From an optimization exercise on the open Yosys and OpenROAD flow, aimed at small area, a short achievable clock period and few clock cycles; shortcuts taken in it are not production practice.
In this exercise RTL edits were held to simulation tests only and were not proved equivalent to the original.

===== flow/run.sh =====
#!/bin/bash
# synth_recipe.tcl (not shown) runs the flow's synth.tcl, then flattens the netlist and writes it again
# the make line also repeats each setting of config.mk as NAME=value (left out here)
make -C /OpenROAD-flow-scripts/flow DESIGN_CONFIG=/design/flow/config.mk WORK_HOME=/design/flow/orfs CLKGATE_MAP_FILE= SYNTH_SCRIPT=/design/flow/synth_recipe.tcl finish

===== flow/constraint.sdc =====
create_clock -name core_clock -period 6.0 [get_ports {clk}]
set_input_delay 1.2000 -clock core_clock [delete_from_list [all_inputs] [get_ports {clk}]]
set_output_delay 1.2000 -clock core_clock [all_outputs]
set_load 0.01 [all_outputs]

===== flow/config.mk =====
export PLATFORM = sky130hd
export DESIGN_NAME = mem_hierarchy
export DESIGN_NICKNAME = mem_hierarchy
export VERILOG_FILES = /design/flow/design.v
export SDC_FILE = /design/flow/constraint.sdc
export NUM_CORES = 4
export LEC_CHECK = 0
export CAP_MARGIN = 20
export CORE_MARGIN = 2
export CORE_UTILIZATION = 40
export SLEW_MARGIN = 20

===== flow/design.v =====
`timescale 1ns/1ps
module mem_arbiter
(
    input  logic          clk,
    input  logic          rst_n_i,
    input  logic          d_read_i,
    input  logic          d_write_i,
    input  logic [15:0]  d_address_i,
    input  logic [127:0] d_wdata_i,
    output logic          d_resp_o,
    output logic [127:0] d_rdata_o,
    input  logic          i_read_i,
    input  logic [15:0]  i_address_i,
    output logic          i_resp_o,
    output logic [127:0] i_rdata_o,
    output logic          dn_read_o,
    output logic          dn_write_o,
    output logic [15:0]  dn_address_o,
    output logic [127:0] dn_wdata_o,
    input  logic          dn_resp_i,
    input  logic [127:0] dn_rdata_i
);
    logic busy_q;        
    logic grant_d_q;     
    logic d_req;
    assign d_req = d_read_i | d_write_i;
    always_ff @(posedge clk) begin
        if (!rst_n_i) begin
            busy_q    <= 1'b0;
            grant_d_q <= 1'b0;
        end else if (!busy_q) begin
            busy_q    <= d_req | i_read_i;
            grant_d_q <= d_req;                 
        end else if (dn_resp_i) begin
            busy_q    <= 1'b0;                  
        end
    end
    assign dn_read_o    = busy_q & (grant_d_q ? d_read_i : i_read_i);
    assign dn_write_o   = busy_q & grant_d_q & d_write_i;   
    assign dn_address_o = grant_d_q ? d_address_i : i_address_i;
    assign dn_wdata_o   = d_wdata_i;
    assign d_resp_o  = busy_q & grant_d_q & dn_resp_i;
    assign i_resp_o  = busy_q & ~grant_d_q & dn_resp_i;
    assign d_rdata_o = dn_rdata_i;
    assign i_rdata_o = dn_rdata_i;
endmodule
`timescale 1ns/1ps
module l2_cache
(
    input  logic          clk,
    input  logic          rst_n_i,
    input  logic          up_read_i,
    input  logic          up_write_i,
    input  logic [15:0]  up_address_i,
    input  logic [127:0] up_wdata_i,
    output logic          up_resp_o,
    output logic [127:0] up_rdata_o,
    output logic          dn_read_o,
    output logic          dn_write_o,
    output logic [15:0]  dn_address_o,
    output logic [127:0] dn_wdata_o,
    input  logic          dn_resp_i,
    input  logic [127:0] dn_rdata_i
);
    localparam int LINE_OFFSET_BITS = 4;        
    localparam int INDEX_BITS       = 3;
    localparam int NUM_LINES        = 8;        
    localparam int TAG_BITS         = 16 - INDEX_BITS - LINE_OFFSET_BITS;
    logic [127:0] data_q [NUM_LINES];
    logic [8:0]   tag_q  [NUM_LINES];
    logic [NUM_LINES-1:0] valid_q;
    logic [NUM_LINES-1:0] dirty_q;
    logic wb_q;           
    logic fill_q;         
    logic resp_q;
    logic [127:0] rdata_q;
    logic [8:0]   req_tag;
    logic [2:0]   req_index;
    logic      compare;
    logic      req_valid;
    logic      hit;
    logic      victim_dirty;
    logic      do_store;
    logic      do_read_hit;
    logic      fill_done;
    assign req_tag   = up_address_i[LINE_OFFSET_BITS+INDEX_BITS +: TAG_BITS];
    assign req_index = up_address_i[LINE_OFFSET_BITS +: INDEX_BITS];
    assign compare = ~wb_q & ~fill_q;
    assign req_valid    = compare & (up_read_i | up_write_i) & ~resp_q;
    assign hit          = valid_q[req_index] & (tag_q[req_index] == req_tag);
    assign victim_dirty = valid_q[req_index] & dirty_q[req_index];
    assign do_store    = req_valid & up_write_i & (hit | ~victim_dirty);
    assign do_read_hit = req_valid & up_read_i & hit;
    assign fill_done   = fill_q & dn_resp_i;
    always_ff @(posedge clk) begin
        if (!rst_n_i) begin
            wb_q    <= 1'b0;
            fill_q  <= 1'b0;
            resp_q  <= 1'b0;
            valid_q <= '0;
            dirty_q <= '0;
        end else begin
            resp_q <= do_store | do_read_hit;       
            if (req_valid && !hit && victim_dirty) begin
                wb_q <= 1'b1;                       
            end else if (req_valid && up_read_i && !hit) begin
                fill_q <= 1'b1;
            end
            if (wb_q && dn_resp_i) begin
                wb_q               <= 1'b0;
                dirty_q[req_index] <= 1'b0;         
            end
            if (fill_done) begin
                fill_q             <= 1'b0;
                valid_q[req_index] <= 1'b1;
                dirty_q[req_index] <= 1'b0;         
            end
            if (do_store) begin
                valid_q[req_index] <= 1'b1;
                dirty_q[req_index] <= 1'b1;
            end
        end
    end
    always_ff @(posedge clk) begin
        if (do_store) begin
            data_q[req_index] <= up_wdata_i;
            tag_q[req_index]  <= req_tag;
        end
        if (fill_done) begin
            data_q[req_index] <= dn_rdata_i;
            tag_q[req_index]  <= req_tag;
        end
        if (do_read_hit) begin
            rdata_q <= data_q[req_index];
        end
    end
    assign up_resp_o  = resp_q;
    assign up_rdata_o = rdata_q;
    assign dn_write_o   = wb_q;
    assign dn_read_o    = fill_q;
    assign dn_address_o = wb_q ? {tag_q[req_index], req_index, {LINE_OFFSET_BITS{1'b0}}}
                               : {req_tag, req_index, {LINE_OFFSET_BITS{1'b0}}};
    assign dn_wdata_o   = data_q[req_index];
endmodule
`timescale 1ns/1ps
module victim_buffer
(
    input  logic          clk,
    input  logic          rst_n_i,
    input  logic          up_read_i,
    input  logic          up_write_i,
    input  logic [15:0]  up_address_i,
    input  logic [127:0] up_wdata_i,
    output logic          up_resp_o,
    output logic [127:0] up_rdata_o,
    output logic          pmem_read_o,
    output logic          pmem_write_o,
    output logic [15:0]  pmem_address_o,
    output logic [127:0] pmem_wdata_o,
    input  logic          pmem_resp_i,
    input  logic [127:0] pmem_rdata_i
);
    localparam int LINE_OFFSET_BITS = 4;        
    localparam int INDEX_BITS       = 3;
    localparam int NUM_LINES        = 8;        
    localparam int TAG_BITS         = 16 - INDEX_BITS - LINE_OFFSET_BITS;
    logic          valid_q;         
    logic          flush_q;         
    logic          fwd_q;           
    logic          resp_q;
    logic [8:0]   held_tag_q;
    logic [2:0]   held_index_q;
    logic [127:0] held_line_q;
    logic [127:0] rdata_q;
    logic [8:0]   req_tag;
    logic [2:0]   req_index;
    logic      idle;
    logic      req_valid;
    logic      held_match;
    logic      accept_evict;
    logic      serve_read;
    assign req_tag   = up_address_i[LINE_OFFSET_BITS+INDEX_BITS +: TAG_BITS];
    assign req_index = up_address_i[LINE_OFFSET_BITS +: INDEX_BITS];
    assign idle         = ~flush_q & ~fwd_q;
    assign req_valid    = idle & (up_read_i | up_write_i) & ~resp_q;
    assign held_match   = valid_q & (held_tag_q == req_tag) & (held_index_q == req_index);
    assign accept_evict = req_valid & up_write_i & ~valid_q;
    assign serve_read   = req_valid & up_read_i & held_match;   
    always_ff @(posedge clk) begin
        if (!rst_n_i) begin
            valid_q <= 1'b0;
            flush_q <= 1'b0;
            fwd_q   <= 1'b0;
            resp_q  <= 1'b0;
        end else begin
            resp_q <= accept_evict | serve_read;
            if (accept_evict) begin
                valid_q <= 1'b1;
            end
            if (req_valid && up_write_i && valid_q) begin
                flush_q <= 1'b1;                    
            end else if (req_valid && up_read_i && !held_match) begin
                fwd_q <= 1'b1;
            end else if (idle && valid_q && !up_read_i && !up_write_i) begin
                flush_q <= 1'b1;                    
            end
            if (flush_q && pmem_resp_i) begin
                flush_q <= 1'b0;
                valid_q <= 1'b0;
            end
            if (fwd_q && pmem_resp_i) begin
                fwd_q <= 1'b0;
            end
        end
    end
    always_ff @(posedge clk) begin
        if (accept_evict) begin
            held_tag_q   <= req_tag;
            held_index_q <= req_index;
            held_line_q  <= up_wdata_i;
        end
        if (serve_read) begin
            rdata_q <= held_line_q;
        end
    end
    assign pmem_read_o    = fwd_q;
    assign pmem_write_o   = flush_q;
    assign pmem_address_o = flush_q ? {held_tag_q, held_index_q, {LINE_OFFSET_BITS{1'b0}}}
                                    : up_address_i;
    assign pmem_wdata_o   = held_line_q;
    assign up_resp_o  = resp_q | (fwd_q & pmem_resp_i);
    assign up_rdata_o = fwd_q ? pmem_rdata_i : rdata_q;
endmodule
`timescale 1ns/1ps
module mem_hierarchy
(
    input  logic          clk,
    input  logic          rst_n_i,
    input  logic          d_read_i,
    input  logic          d_write_i,
    input  logic [15:0]  d_address_i,
    input  logic [127:0] d_wdata_i,
    output logic          d_resp_o,
    output logic [127:0] d_rdata_o,
    input  logic          i_read_i,
    input  logic [15:0]  i_address_i,
    output logic          i_resp_o,
    output logic [127:0] i_rdata_o,
    output logic          pmem_read_o,
    output logic          pmem_write_o,
    output logic [15:0]  pmem_address_o,
    output logic [127:0] pmem_wdata_o,
    input  logic          pmem_resp_i,
    input  logic [127:0] pmem_rdata_i
);
    logic          arb_read, arb_write, arb_resp;
    logic [15:0]  arb_address;
    logic [127:0] arb_wdata, arb_rdata;
    logic          vb_read, vb_write, vb_resp;
    logic [15:0]  vb_address;
    logic [127:0] vb_wdata, vb_rdata;
    mem_arbiter u_mem_arbiter (
        .clk, .rst_n_i,
        .d_read_i, .d_write_i, .d_address_i, .d_wdata_i, .d_resp_o, .d_rdata_o,
        .i_read_i, .i_address_i, .i_resp_o, .i_rdata_o,
        .dn_read_o    (arb_read),
        .dn_write_o   (arb_write),
        .dn_address_o (arb_address),
        .dn_wdata_o   (arb_wdata),
        .dn_resp_i    (arb_resp),
        .dn_rdata_i   (arb_rdata)
    );
    l2_cache u_l2_cache (
        .clk, .rst_n_i,
        .up_read_i    (arb_read),
        .up_write_i   (arb_write),
        .up_address_i (arb_address),
        .up_wdata_i   (arb_wdata),
        .up_resp_o    (arb_resp),
        .up_rdata_o   (arb_rdata),
        .dn_read_o    (vb_read),
        .dn_write_o   (vb_write),
        .dn_address_o (vb_address),
        .dn_wdata_o   (vb_wdata),
        .dn_resp_i    (vb_resp),
        .dn_rdata_i   (vb_rdata)
    );
    victim_buffer u_victim_buffer (
        .clk, .rst_n_i,
        .up_read_i    (vb_read),
        .up_write_i   (vb_write),
        .up_address_i (vb_address),
        .up_wdata_i   (vb_wdata),
        .up_resp_o    (vb_resp),
        .up_rdata_o   (vb_rdata),
        .pmem_read_o, .pmem_write_o, .pmem_address_o, .pmem_wdata_o,
        .pmem_resp_i, .pmem_rdata_i
    );
endmodule

==> run summary <==
## flip-flops by register name, indices dropped and copies added (netlist names), 3 cells and up, named ones only
signal / count
u_l2_cache.tag_q: 72
u_victim_buffer.held_line_q: 128
u_l2_cache.dirty_q: 8
u_victim_buffer.held_tag_q: 9
u_victim_buffer.held_index_q: 3
u_l2_cache.valid_q: 7
u_victim_buffer.rdata_q: 128
u_l2_cache.data_q: 1024
u_l2_cache.rdata_q: 128
## layout make-up
class	instances	area, µm²
Antenna cell	1	2.502
Clock buffer	199	4149
Clock inverter	88	842.1
Fill cell	11730	70460
Inverter	15	58.81
Multi-Input combinational cell	1385	9978
Sequential cell	1517	45310
Tap cell	1890	2365
Timing Repair Buffer	784	8083
## worst max-delay path, delay by kind of cell
kind	cells	cell delay, ns
AND/OR/NAND/NOR	3	0.67
AO/OA/AOI/OAI	2	0.43
multiplexers	1	0.28
buffers and inverters	3	1.39
## report_power, final
part	total [mW]	switching (mW)	internal [mW]
logic	1.49	0.937	0.557
clock network	9.43	4.04	5.40
registers	11.8	0.0207	11.8
## how the worst max path moves through the flow
stage | startpoint | to | slack [ns] | depth (start not counted)
after floorplan | d_address_i[5] | u_victim_buffer.rdata_q[0]$_DFFE_PP_ | -1.38 | 8
after global placement | i_address_i[6] | u_l2_cache.data_q[7][100]$_DFFE_PP_ | 0.50 | 12
after detailed placement | i_address_i[6] | u_l2_cache.data_q[7][100]$_DFFE_PP_ | 0.51 | 12
after CTS | i_address_i[6] | pmem_address_o[13] | 0.79 | 9
after global routing | d_address_i[5] | pmem_address_o[13] | 0.67 | 8
final | i_address_i[6] | pmem_address_o[13] | 0.82 | 9
## metrics by stage
| stage | area [µm²] | utilization (%) |
|---|---|---|
| finish | 70790 | 50.12 |
| global route | 70780 | 50.12 |
| CTS | 70760 | 50.10 |
| detailed placement | 65770 | 46.56 |
| global placement | 65750 | 46.55 |
| floorplan | 57000 | - |
## cell usage after synthesis (2+ instances only)
| master | n |
|---|---|
| a21o_1 | 3 |
| a21oi_1 | 15 |
| a221o_1 | 20 |
| a221oi_1 | 174 |
| a222oi_1 | 3 |
| a22o_1 | 61 |
| a22oi_1 | 259 |
| a31oi_1 | 23 |
| a32o_1 | 9 |
| a32oi_1 | 4 |
| and2_1 | 4 |
| and3_1 | 4 |
| buf_1 | 22 |
| buf_2 | 10 |
| buf_4 | 134 |
| buf_6 | 3 |
| clkbuf_1 | 160 |
| dfxtp_1 | 25 |
| edfxtp_1 | 1492 |
| ha_1 | 4 |
| inv_1 | 14 |
| mux2_2 | 22 |
| mux2i_1 | 144 |
| mux4_2 | 2 |
| nand2_1 | 211 |
| nand2b_1 | 5 |
| nand3_1 | 61 |
| nand3b_1 | 3 |
| nand4_1 | 17 |
| nor2_1 | 36 |
| nor3_1 | 4 |
| nor4_1 | 4 |
| o211ai_1 | 48 |
| o21a_1 | 4 |
| o21ai_0 | 153 |
| o21ai_1 | 23 |
| o22ai_1 | 8 |
| o311ai_0 | 4 |
| o31ai_1 | 6 |
| xnor2_1 | 15 |
| xor2_1 | 9 |
## cells by family (layout without fill, tap and decap cells)
logic type / count (synthesis) / after routing
AO/OA/AOI/OAI: 827 / 827
flip-flops: 1517 / 1517
XOR/XNOR: 24 / 24
AND/OR/NAND/NOR: 357 / 357
other: 1 / 5
multiplexers: 169 / 169
adder cells (fa/ha/maj): 4 / 4
buffers and inverters: 344 / 1086
## per-layer routing
metal  GRT usage (%)  routed length (µm)  vias up
met3           4.050                9816      189
met2           34.20               74750     1193
met5               0                   0        -
li1                -                   -    14300
met4           4.897                2562        0
met1           26.10               61280    16620
==> flow_metrics.env <==
export IMPL_row_count=138
export IMPL_synthAdderAreaFrac_pct=0.08807
export IMPL_muxShareOfSynthArea_pct=3.076
export IMPL_synth_flop_cell="edfxtp_1"
export IMPL_synthXorXnorAreaFrac_pct=0.3699
export IMPL_synth_compound_area_share_pct=10.78
export IMPL_ant_nets=0
export IMPL_async_reset_ff_share_pct=0
export IMPL_start_util_pct=40.23
export IMPL_rr_endpoint="u_l2_cache.data_q[7][64]$_DFFE_PP_"
export IMPL_vias=32290
export IMPL_crit_required_ns=4.80
export IMPL_core_area_mm2=0.1412
export IMPL_io_buffers=685
export IMPL_die_h_um=380.9
export IMPL_grt_max_degree=82
export IMPL_track_usage_pct=19.99
export IMPL_clk_latency_ns=0.78
export IMPL_slew_viol_final=0
export IMPL_path_max_fanout=16
export IMPL_synth_edf_count=1492
export IMPL_rrSetupSlack_ns=1.61
export IMPL_finalSetupTns_ns=0
export IMPL_rsz0062_at_grt="no"
export IMPL_crit_arrival_ns=3.98
export IMPL_worstMarginPinSlew_ns=1.111
export IMPL_layout_setup_ws_ns=0.8180
export IMPL_maxCapViolations=0
export IMPL_hp_class="reg -> reg"
export IMPL_avgSynthCellArea_um2=17.52
export IMPL_pre_cts_ws_ns=0.5103
export IMPL_yosys_warnings=3
export IMPL_synth_area_mm2=0.05683
export IMPL_p_leak_nw=22.45
export IMPL_crit_top_cell="clkdlybuf4s50_1"
export IMPL_grt_pass1_vias=32830
export IMPL_clock_path_buffers=3
export IMPL_final_hold_violation_count=0
export IMPL_via_per_inst=5.493
export IMPL_total_power_mw=22.71
export IMPL_synth_area_leaders="edfxtp_1 79%, a22oi_1 3.4%, a221oi_1 2.7%"
export IMPL_synth_top_family_by_area="compound AO/OA/AOI/OAI gates"
export IMPL_worstSetupStartpointType="input pin"
export IMPL_endpoint_kind="primary output"
export IMPL_dp_cells=5588
export IMPL_drtPass1Iterations=7
export IMPL_cts_resized_gates=0
export IMPL_wl_per_cell_um=25.24
export IMPL_timing_rr_start="u_mem_arbiter.grant_d_q$_SDFFE_PN0N_"
export IMPL_fin_nets=4156
export IMPL_hold_path_endpoint="u_victim_buffer.rdata_q[29]$_DFFE_PP_"
export IMPL_vdd_drop_max_mv=0.2474
export IMPL_place_hpwl_um=86830
export IMPL_overflow=0
export IMPL_io_pins=698
export IMPL_clk_pin_slew_ns=0.06
export IMPL_synth_simple_gate_area_share_pct=2.743
export IMPL_worstHoldStart="u_victim_buffer.held_line_q[29]$_DFFE_PP_"
export IMPL_cts_buffers=155
export IMPL_drc=0
export IMPL_powerDensity_mw_per_mm2=320.9
export IMPL_cp_cell_sequence="clkdlybuf4s50_1 > nand2b_1 > o21ai_4 > buf_4 > nand3_1 > nand4_1 > a21oi_1 > mux2_2 > clkdlybuf4s50_1"
export IMPL_critPathSlowestCell="clkdlybuf4s50_1"
export IMPL_clockRootBuffer="clkbuf_16"
export IMPL_wirelength_um=148400
export IMPL_layout_commonest_cell="edfxtp_1"
export IMPL_drive_gt1_share_pct=9.604
export IMPL_period_needed_ns=5.182
export IMPL_crit_type="in -> out"
export IMPL_finalWeightedCongestion=0.7911
export IMPL_drt_iter0_drc=2773
export IMPL_grt_pass1_wl_um=217300
export IMPL_setup_viol=0
export IMPL_hold_buffers=0
export IMPL_synth_seq_area_share_pct=79.72
export IMPL_critPathMaxStageDelay_ns=0.58
export IMPL_area_growth_pct=24.56
export IMPL_hold_depth=0
export IMPL_cts_tree="built"
export IMPL_synth_cells=3243
export IMPL_timing_hold_ws_ns=0.4439
export IMPL_finalNonFillerCells=5879
export IMPL_die_x_um=380.9
export IMPL_synth_seq_cells=1517
export IMPL_post_cts_setup_buffers=0
export IMPL_status="no timing/DRC/antenna violations"
export IMPL_max_freq_mhz=193.0
export IMPL_yosysTopAreaCellShare_pct=78.84
export IMPL_final_cell_mix="1,492 x edfxtp_1, 685 x clkdlybuf4s50_1, 259 x a22oi_1"
export IMPL_synth_area_leader_cell="edfxtp_1"
export IMPL_cts_htree_levels=4
export IMPL_reg2regPathDepth=12
export IMPL_finalCritPeriodShare_pct=86.37
export IMPL_die_area_mm2=0.1451
export IMPL_antenna_found_initial=1
export IMPL_relSlewSlack_pct=25.16
export IMPL_synth_distinct_cells=62
export IMPL_clock_skew_ns=0.03427
export IMPL_cts_num_sinks=1517
Testbench counts, summed over its fixed seeds: cycles 78,589.

[afterwards: timing with drivers on the ports]
In the flow no input, the clock included, has a driving cell. The finished layout below was timed again as built, in two steps. Step 1: set_driving_cell puts a clkbuf_16 on clk and a buf_2 on each other input, an assumption about the parent block. Step 2 times the ports against the registers' clock, not the clock port: input delays grow and output delays shrink by t, the midpoint of the rising clock arrivals with the driver on. Slacks: ideal / step 1 / step 2; pairs: ideal / step 1.
t (ns): 0.839
setup slack, ns: 0.818 / 0.792 / 0.480
worst data-port slew with drivers (ns): 0.13
After both steps setup and hold are still met in this run. The setup slack of this run moves by -0.026 ns with the drivers and by -0.338 ns with both steps.
